What follows belongs to an exercise in optimizing a design on an open flow for small area; a production flow would make more cautious choices. RTL that was checked went through simulation tests only; none was proved equivalent to the original. Power is estimated from default activity; no workload was simulated.

==> inputs of job 579 <==
## csr_top
module csr_top
(
    input  wire         clk,
    input  wire         rst,
    input  wire         req_sel,
    input  wire         req_read,
    input  wire [15:0]  req_addr,
    input  wire [31:0]  req_wdat,
    output reg          rsp_dack,
    output reg  [31:0]  rsp_rdat,
    output wire [177:0] ctrlFields,
    input  wire [7:0]   curWavePosition
);
==> module csr_top, before the edit <==
module csr_top
(
    input  wire         clk,
    input  wire         rst,
    input  wire         req_sel,
    input  wire         req_read,
    input  wire [15:0]  req_addr,
    input  wire [31:0]  req_wdat,
    output reg          rsp_dack,
    output reg  [31:0]  rsp_rdat,
    output wire [177:0] ctrlFields,
    input  wire [7:0]   curWavePosition
);
    localparam int N = 13;
    localparam logic [N*16-1:0] ADDRS = {
        16'h2F04, 16'h2F00, 16'h2054, 16'h2050, 16'h204C, 16'h2048,
        16'h2018, 16'h2014, 16'h2010, 16'h200C, 16'h2008, 16'h2004, 16'h2000
    };
    localparam logic [N*32-1:0] RESETS = {
        32'd8, 32'd11, 32'hFD78_0C32, 32'h0000_1000, 32'd0, 32'd0,
        32'd1000, 32'd0, 32'd1, 32'd0, 32'd0, 32'd1, 32'd1000
    };
    localparam logic [15:0] ADDR_WAVE = 16'h2058;
    logic [N-1:0] hit;
    logic         hitWave;
    logic         hitAny;
    always_comb
    begin
        for (int i = 0; i < N; i++)
            hit[i] = (req_addr == ADDRS[i*16 +: 16]);
    end
    assign hitWave = (req_addr == ADDR_WAVE);
    assign hitAny  = (|hit) | hitWave;
    logic [31:0] dZero;
    logic [31:0] dOne;
    assign dZero = req_wdat & ~{32{rst}};
    assign dOne  = req_wdat | {32{rst}};
    logic [31:0] regs [N];
    for (genvar k = 0; k < N; k++)
    begin : g_word
        logic        load;
        logic [31:0] dIn;
        assign load = rst | (req_sel & ~req_read & hit[k]);
        for (genvar b = 0; b < 32; b++)
        begin : g_bit
            assign dIn[b] = RESETS[k*32 + b] ? dOne[b] : dZero[b];
        end
        always_ff @(posedge clk)
        begin
            if (load)
                regs[k] <= dIn;
        end
    end
    assign ctrlFields[177:162] = regs[0][15:0];
    assign ctrlFields[161:146] = regs[1][15:0];
    assign ctrlFields[145:130] = regs[4][15:0];
    assign ctrlFields[129:114] = regs[6][15:0];
    assign ctrlFields[113:98]  = regs[11][15:0];
    assign ctrlFields[97:90]   = regs[2][7:0];
    assign ctrlFields[89:82]   = regs[3][7:0];
    assign ctrlFields[81:74]   = regs[5][7:0];
    assign ctrlFields[73:66]   = regs[12][7:0];
    assign ctrlFields[65]      = regs[7][0];
    assign ctrlFields[64]      = regs[8][0];
    assign ctrlFields[63:32]   = regs[9];
    assign ctrlFields[31:0]    = regs[10];
    logic [7:0] posNow;
    logic [7:0] posOld;
    logic       rstPrev;
    always_ff @(posedge clk)
    begin
        posNow  <= curWavePosition;
        posOld  <= posNow;
        rstPrev <= rst;
    end
    logic          ackPend;
    logic [N:0]    selHot;
    always_ff @(posedge clk)
    begin
        ackPend <= req_sel & hitAny;
        selHot  <= {hitWave & ~rstPrev, hit};
    end
    logic [31:0] term [N+1];
    logic [31:0] grp [5];
    logic [31:0] rdMux;
    always_comb
    begin
        for (int i = 0; i < N; i++)
            term[i] = regs[i] & {32{selHot[i]}};
        term[N] = {24'b0, posOld & {8{selHot[N]}}};
        grp[0] = term[0] | term[1] | term[2];
        grp[1] = term[3] | term[4] | term[5];
        grp[2] = term[6] | term[7] | term[8];
        grp[3] = term[9] | term[10] | term[11];
        grp[4] = term[12] | term[13];
        rdMux = ~(~grp[0] & ~grp[1] & ~grp[2] & ~grp[3] & ~grp[4]);
    end
    always_ff @(posedge clk)
    begin
        rsp_dack <= ackPend & ~rst;
        rsp_rdat <= rdMux;
    end
endmodule
clock: 8.0 ns
lec_check: 0
cap_margin: 20
core_margin: 2
core_utilization: 70
cts_buf_list: sky130_fd_sc_hd__clkbuf_16
cts_cluster_diameter: 80
cts_cluster_size: 32
slew_margin: 20
standard.sh (not shown) runs the stock make flow with config.mk's settings and CLKGATE_MAP_FILE= SYNTH_SCRIPT=/design/flow/synth_recipe.tcl, a recipe that flattens the netlist after the stock synthesis.
==> flow/flow/run.sh <==
#!/bin/bash
# Standard layout, with the smallest buffer on every input and output port.
set -euo pipefail
export BUFFER_PORTS_ARGS="-buffer_cell sky130_fd_sc_hd__buf_1"
bash standard.sh > standard_flow.log 2>&1
==> job 6138 (differences from job 579) <==
ABC_AREA = 1   (was not set)
CTS_BUF_LIST = sky130_fd_sc_hd__clkbuf_8   (was sky130_fd_sc_hd__clkbuf_16)
CTS_CLUSTER_DIAMETER = not set   (was 80)
CTS_CLUSTER_SIZE = not set   (was 32)
==> job 845 (differences from job 579) <==
CAP_MARGIN = 5   (was 20)
CORE_UTILIZATION = 80   (was 70)
CTS_BUF_LIST = sky130_fd_sc_hd__clkbuf_8   (was sky130_fd_sc_hd__clkbuf_16)
CTS_CLUSTER_DIAMETER = 60   (was 80)
CTS_CLUSTER_SIZE = 18   (was 32)
SLEW_MARGIN = 5   (was 20)
==> job 7374 (differences from job 579) <==
--- a/flow/design.v
+++ b/flow/design.v
@@ -78,2 +78,3 @@
     logic          ackPend;
+    logic [3:0]    selCode;
     logic [N:0]    selHot;
@@ -82,4 +83,8 @@
         ackPend <= req_sel & hitAny;
-        selHot  <= {hitWave & ~rstPrev, hit};
+        selCode <= 4'd15;
+        for (int i = 0; i < N; i++)
+            if (hit[i]) selCode <= 4'(i);
+        if (hitWave && !rstPrev) selCode <= 4'd13;
     end
+    selDecode selDecode_i (.code(selCode), .hot(selHot));
     logic [31:0] term [N+1];
@@ -106 +111,14 @@
 `default_nettype wire
+`default_nettype none
+module selDecode
+(
+    input  wire [3:0]  code,
+    output logic [13:0] hot
+);
+    always_comb
+    begin
+        for (int i = 0; i < 14; i++)
+            hot[i] = (code == 4'(i));
+    end
+endmodule
+`default_nettype wire
CTS_BUF_LIST = sky130_fd_sc_hd__clkbuf_8   (was sky130_fd_sc_hd__clkbuf_16)
CTS_CLUSTER_DIAMETER = 60   (was 80)
CTS_CLUSTER_SIZE = 18   (was 32)
SYNTH_HIERARCHICAL = 1   (was not set)
SYNTH_MINIMUM_KEEP_SIZE = 0   (was not set)
==> flow_summary.html <==
<table>
<tr><th>Metric</th><th>Value</th></tr>
<tr><th colspan="2">Cells and area</th></tr>
<tr><td>Share of the core filled with cells in the final layout</td><td>75.68%</td></tr>
<tr><th colspan="2">Power</th></tr>
<tr><td>Flip-flop and latch power</td><td>2.95 mW</td></tr>
<tr><th colspan="2">Yosys</th></tr>
<tr><td>Fraction of synthesized cell area taken by the top area cell type</td><td>70.66%</td></tr>
<tr><td>Count of yosys warnings during synthesis</td><td>11</td></tr>
<tr><td>Mean area per synthesized cell</td><td>17.05 um^2</td></tr>
<tr><th colspan="2">CTS</th></tr>
<tr><td>CTS clk-pin slew, worst paths</td><td>0.10 ns</td></tr>
<tr><th colspan="2">Place</th></tr>
<tr><td>Placed Cells</td><td>1490</td></tr>
<tr><th colspan="2">Worst hold path</th></tr>
<tr><td>Start point of the worst hold path</td><td>posNow[2]</td></tr>
<tr><th colspan="2">Outcome</th></tr>
<tr><td>Status</td><td>finished clean</td></tr>
<tr><th colspan="2">Critical path</th></tr>
<tr><td>Worst EP arrival</td><td>3.84 ns</td></tr>
</table>
[end of results for job 7374]
==> flow_summary.html <==
<table>
<tr><th>Metric</th><th>Value</th></tr>
<tr><th colspan="2">CTS</th></tr>
<tr><td>CTS clk-pin slew, worst paths</td><td>0.11 ns</td></tr>
<tr><th colspan="2">Outcome</th></tr>
<tr><td>Status</td><td>finished clean</td></tr>
<tr><th colspan="2">Yosys</th></tr>
<tr><td>Mean area per synthesized cell</td><td>17.22 um^2</td></tr>
<tr><td>Fraction of synthesized cell area taken by the top area cell type</td><td>70.97%</td></tr>
<tr><td>Count of yosys warnings during synthesis</td><td>4</td></tr>
<tr><th colspan="2">STA</th></tr>
<tr><td>Worst Clk Skew</td><td>0.03980 ns</td></tr>
<tr><th colspan="2">Power</th></tr>
<tr><td>Flip-flop and latch power</td><td>3.00 mW</td></tr>
<tr><th colspan="2">Critical path</th></tr>
<tr><td>Worst path most repeated cell</td><td>sky130_fd_sc_hd__nor2b_1</td></tr>
<tr><td>Worst EP arrival</td><td>3.48 ns</td></tr>
<tr><th colspan="2">Global route</th></tr>
<tr><td>Total Routing Usage GR</td><td>32.49%</td></tr>
<tr><th colspan="2">Cells and area</th></tr>
<tr><td>Share of the core filled with cells in the final layout</td><td>75.20%</td></tr>
</table>
[end of results for job 579]
==> flow_summary.html <==
<table>
<tr><th>Metric</th><th>Value</th></tr>
<tr><th colspan="2">Outcome</th></tr>
<tr><td>Status</td><td>finished clean</td></tr>
<tr><th colspan="2">Critical path</th></tr>
<tr><td>Worst EP arrival</td><td>3.67 ns</td></tr>
<tr><th colspan="2">Yosys</th></tr>
<tr><td>Fraction of synthesized cell area taken by the top area cell type</td><td>69.73%</td></tr>
<tr><td>Count of yosys warnings during synthesis</td><td>4</td></tr>
<tr><th colspan="2">Place</th></tr>
<tr><td>Placed Cells</td><td>1719</td></tr>
<tr><th colspan="2">Power</th></tr>
<tr><td>Flip-flop and latch power</td><td>3.01 mW</td></tr>
<tr><th colspan="2">Cells and area</th></tr>
<tr><td>Share of the core filled with cells in the final layout</td><td>79.19%</td></tr>
<tr><th colspan="2">Worst hold path</th></tr>
<tr><td>Start point of the worst hold path</td><td>posNow[7]</td></tr>
<tr><th colspan="2">CTS</th></tr>
<tr><td>CTS clk-pin slew, worst paths</td><td>0.06 ns</td></tr>
</table>
[end of results for job 6138]
==> flow_summary.html <==
<table>
<tr><th>Metric</th><th>Value</th></tr>
<tr><th colspan="2">Outcome</th></tr>
<tr><td>Status</td><td>finished clean</td></tr>
<tr><th colspan="2">Power</th></tr>
<tr><td>Flip-flop and latch power</td><td>3.00 mW</td></tr>
<tr><th colspan="2">Yosys</th></tr>
<tr><td>Count of yosys warnings during synthesis</td><td>4</td></tr>
<tr><th colspan="2">Cells and area</th></tr>
<tr><td>Share of the core filled with cells in the final layout</td><td>85.83%</td></tr>
<tr><th colspan="2">Place</th></tr>
<tr><td>Placed Cells</td><td>1415</td></tr>
<tr><th colspan="2">Worst hold path</th></tr>
<tr><td>Start point of the worst hold path</td><td>posNow[1]</td></tr>
<tr><th colspan="2">Critical path</th></tr>
<tr><td>Worst EP arrival</td><td>3.79 ns</td></tr>
</table>
[end of results for job 845]
For job 7374, only the layout was checked, not whether the RTL still works.

## static timing again, ports no longer ideal
How much do the figures lean on ideal ports? The routed layouts below were timed once more, with nothing changed but the port constraints.
Step 1 sets driving cells, clkbuf_16 on the clock port and buf_2 on the other inputs (assumed; they add their load-dependent delay and slew).
Step 2 adds t to the input delays and takes it off the output delays; t is the mean of the earliest and latest rising clock arrival at the registers after step 1. Input paths then give back, and output paths get back, about the clock's delay inside the block.
a / b / c = ideal / step 1 / step 2; a / b = the first two.
run | t, ns | setup WS [ns] | worst setup path at the end | worst slew at a driven data input, ns
job 579 | 0.584 | 4.672 / 4.698 / 4.114 | input to register | 0.04
job 6138 | 0.616 | 4.537 / 4.545 / 3.929 | input to register | 0.04
job 845 | 0.645 | 4.419 / 4.442 / 3.796 | input to register | 0.04
job 7374 | 0.653 | 4.447 / 4.474 / 3.821 | input to register | 0.06
After both steps setup and hold are still met in every run listed. For job 7374, which loses most, drivers alone change the setup slack by +0.027 ns; drivers and shift together by -0.626 ns.
